This is an optimization exercise on Yosys and OpenROAD, whose aim is small area, not a production implementation. In this exercise RTL edits were held to simulation tests only and were not proved equivalent to the original. Power is estimated from default activity; no workload was simulated.

// cms_trace_gate
module cms_trace_gate
#(
  parameter int XLEN         = 64,
  parameter int INSTR_WIDTH  = 32,
  parameter int NUM_RANGES   = 4,
  parameter int NUM_TRIGGERS = 2,
  parameter int TS_WIDTH     = 16,
  parameter int DECIM_WIDTH  = 8,
  parameter int DROP_WIDTH   = 16,
  parameter int CTRL_WRITE_ENABLE_POSEDGE_TRIGGERED = 1
) (
  input  logic                   clk,
  input  logic                   rst_n,
  input  logic [XLEN-1:0]        pc,
  input  logic [INSTR_WIDTH-1:0] instr,
  input  logic                   pc_valid,
  input  logic                   en,
  input  logic [3:0]             ctrl_addr,
  input  logic [XLEN-1:0]        ctrl_wdata,
  input  logic                   ctrl_write_enable,
  output logic                   out_valid,
  input  logic                   out_ready,
  output logic [XLEN-1:0]        out_pc,
  output logic [INSTR_WIDTH-1:0] out_instr,
  output logic [TS_WIDTH-1:0]    out_delta,
  output logic [DROP_WIDTH-1:0]  dropped_count,
  output logic [1:0]             gate_state
);
  cms_trace_gate_pkg::cms_gate_state_t state;
  cms_trace_gate_pkg::cms_gate_state_t state_n;
  logic                             cont_q;
  logic [DECIM_WIDTH-1:0]           decim_q;
  logic [1:0]                       index_q;
  logic                             index_lt4_q;
  logic [NUM_RANGES-1:0][XLEN-1:0]  nlo_q;
  logic [NUM_RANGES-1:0][XLEN-1:0]  nhi_q;
  logic [NUM_RANGES-1:0]            ren_q;
  logic [NUM_TRIGGERS-1:0][XLEN-1:0] ntstart_q;
  logic [NUM_TRIGGERS-1:0][XLEN-1:0] ntend_q;
  logic [NUM_TRIGGERS-1:0]          sen_q;
  logic [NUM_TRIGGERS-1:0]          een_q;
  logic [DECIM_WIDTH-1:0] dec_cnt;
  logic [DECIM_WIDTH-1:0] cnt_eff;
  logic [DECIM_WIDTH-1:0] cnt_n;
  logic [TS_WIDTH-1:0]    since_q;
  logic                    wr;
  logic                    ctrl_wr;
  logic                    arm;
  logic                    disarm;
  logic [NUM_RANGES-1:0]   range_hit;
  logic [NUM_TRIGGERS-1:0] start_hit;
  logic [NUM_TRIGGERS-1:0] end_hit;
  logic                    start_any;
  logic                    end_any;
  logic                    window_ok;
  logic                    trig_fire;
  logic                    qual;
  logic                    capture;
  ...
==> flow/config.mk <==
export PLATFORM = sky130hd
export DESIGN_NAME = cms_trace_gate
export DESIGN_NICKNAME = cms_trace_gate
export VERILOG_FILES = /design/flow/design.v
export SDC_FILE = /design/flow/constraint.sdc
export NUM_CORES = 4
export LEC_CHECK = 0
export CAP_MARGIN = 20
export CORE_MARGIN = 2
export CORE_UTILIZATION = 55
export SLEW_MARGIN = 20
==> flow/constraint.sdc <==
create_clock -name core_clock -period 6.0 [get_ports {clk}]
set_input_delay 1.2000 -clock core_clock [delete_from_list [all_inputs] [get_ports {clk}]]
set_output_delay 1.2000 -clock core_clock [all_outputs]
set_load 0.01 [all_outputs]
standard.sh (not shown) runs the stock make flow with config.mk's settings and CLKGATE_MAP_FILE= SYNTH_SCRIPT=/design/flow/synth_recipe.tcl, a recipe that flattens the netlist after the stock synthesis.
==> flow/flow/run.sh <==
#!/bin/bash
# Layout flow: the standard ORFS flow (the standard.sh, unchanged synthesis)
# with buf_4 on the input ports, buf_1 on the output ports (added right after
# global placement) and a clock tree of clkbuf_8 without dummy loads.
set -euo pipefail
cd "$(dirname "$0")/.."
export BUFFER_PORTS_ARGS="-inputs -buffer_cell sky130_fd_sc_hd__buf_4"
export POST_GLOBAL_PLACE_TCL="$PWD/flow/out_buffers.tcl"
export CTS_ARGS="-sink_clustering_enable -repair_clock_nets -sink_clustering_size 16 -sink_clustering_max_diameter 70 -buf_list sky130_fd_sc_hd__clkbuf_8 -sink_clustering_buffer sky130_fd_sc_hd__clkbuf_8 -dont_use_dummy_load"
bash standard.sh > standard_flow.log 2>&1
==> flow/flow/out_buffers.tcl <==
# Buffer every output port with the smallest plain buffer.
buffer_ports -outputs -buffer_cell sky130_fd_sc_hd__buf_1
Next try:
--- a/flow/flow/run.sh
+++ b/flow/flow/run.sh
@@ -3,2 +3,2 @@
-# with buf_4 on the input ports, buf_1 on the output ports (added right after
-# global placement) and a clock tree of clkbuf_8 without dummy loads.
+# with buf_2 on the ports and a clock tree of clkbuf_8
+# without dummy loads.
@@ -7,2 +7 @@
-export BUFFER_PORTS_ARGS="-inputs -buffer_cell sky130_fd_sc_hd__buf_4"
-export POST_GLOBAL_PLACE_TCL="$PWD/flow/out_buffers.tcl"
+export BUFFER_PORTS_ARGS="-buffer_cell sky130_fd_sc_hd__buf_2"
Settings changed: CORE_UTILIZATION 55 to 70.
removed: flow/flow/out_buffers.tcl
=> Critical path depth rises by 1. Maximum frequency increases by 6.2%. Hold slack degrades by 30 ps. Power hardly moves. Setup slack gains 340 ps. Design area is about the same. Count of clock-buffer cells in the layout does not change. Sequential share of layout area grows by 0.16 points.
Next try:
==> flow/flow/run.sh (replaced) <==
#!/bin/bash
# Layout flow: the standard ORFS flow (the standard.sh, unchanged synthesis)
# with the smallest plain buffer on the ports and a clock tree of clkbuf_8
# without dummy loads.
set -euo pipefail
cd "$(dirname "$0")/.."
export BUFFER_PORTS_ARGS="-buffer_cell sky130_fd_sc_hd__buf_1"
export CTS_ARGS="-sink_clustering_enable -repair_clock_nets -sink_clustering_size 18 -sink_clustering_max_diameter 70 -buf_list sky130_fd_sc_hd__clkbuf_8 -sink_clustering_buffer sky130_fd_sc_hd__clkbuf_8 -dont_use_dummy_load"
bash standard.sh > standard_flow.log 2>&1
Settings changed: CORE_UTILIZATION 70 to 55.
Total power fell by 1.6%.
Cell count rose by 6.6%.
First-iteration DRC count fell by 29%.
Global-route usage fell by 9.4 points.
Setup slack got worse by 310 ps.
Next try:
==> flow/flow/run.sh (replaced) <==
#!/bin/bash
# Layout flow: the standard ORFS flow (the standard.sh, unchanged synthesis)
# with buf_2 on the ports and a clock tree of clkbuf_8
# without dummy loads.
set -euo pipefail
cd "$(dirname "$0")/.."
export BUFFER_PORTS_ARGS="-buffer_cell sky130_fd_sc_hd__buf_2"
export CTS_ARGS="-sink_clustering_enable -repair_clock_nets -sink_clustering_size 16 -sink_clustering_max_diameter 70 -buf_list sky130_fd_sc_hd__clkbuf_8 -sink_clustering_buffer sky130_fd_sc_hd__clkbuf_8 -dont_use_dummy_load"
bash standard.sh > standard_flow.log 2>&1
Settings changed: CAP_MARGIN 20 to 0, CORE_UTILIZATION 55 to 65, GPL_ROUTABILITY_DRIVEN set to 0, SLEW_MARGIN 20 to 0.
- setup slack gains 390 ps
- routed wire length drops by 8.1%
- synthesized area does not change
- cell area drops by 1.0%
- clock skew drops by 55 ps
Next try:
Settings changed: CAP_MARGIN 0 to 20, GPL_ROUTABILITY_DRIVEN 0 to unset, SLEW_MARGIN 0 to 20.
Cell area stays flat.
Via count grows by 1.9%.
Setup slack is better by 13 ps.
Next try:
Settings changed: CAP_MARGIN 20 to 0, SLEW_MARGIN 20 to 0.
After rerunning:
- The changed run passed the timing, design-rule and antenna checks
- wire length went down by 0.41%
- worst setup slack gains 140 ps
- via count went up by about 0.32%

re-timing with driven ports:
No port has a modelled driver above. Below, the same layouts with a new extraction and two added sets of constraints. Step 1: set_driving_cell puts a clkbuf_16 on clk and a buf_2 on each other input, an assumption about the parent block. Step 2 also shifts input and output timing later by t, the mid clock arrival at the registers, as if the neighbouring blocks saw the same clock. Three values: no drivers, after step 1, after step 2; two values: the first two.
run	shift t [ns]	slack for setup (ns)	hold WS [ns]	worst setup path at the end	worst slew at a driven data input, ns
the first run	0.750	0.235 / 0.234 / -0.516	0.533 / 0.533 / 0.533	input to register	0.09
the second run	0.727	0.574 / 0.601 / -0.126	0.504 / 0.504 / 0.504	input to register	0.08
the third run	0.784	0.267 / 0.307 / -0.478	0.503 / 0.503 / 0.503	input to register	0.09
the fourth run	0.734	0.654 / 0.629 / -0.104	0.510 / 0.510 / 0.510	input to register	0.08
the fifth run	0.734	0.668 / 0.647 / -0.086	0.498 / 0.498 / 0.498	input to register	0.09
the sixth run	0.746	0.804 / 0.772 / 0.026	0.514 / 0.514 / 0.514	input to register	0.09
Met with ideal ports but missed after step 2: setup timing in 5 of these runs. For the sixth run, which loses most, drivers alone change the setup slack by -0.032 ns; drivers and shift together by -0.778 ns.
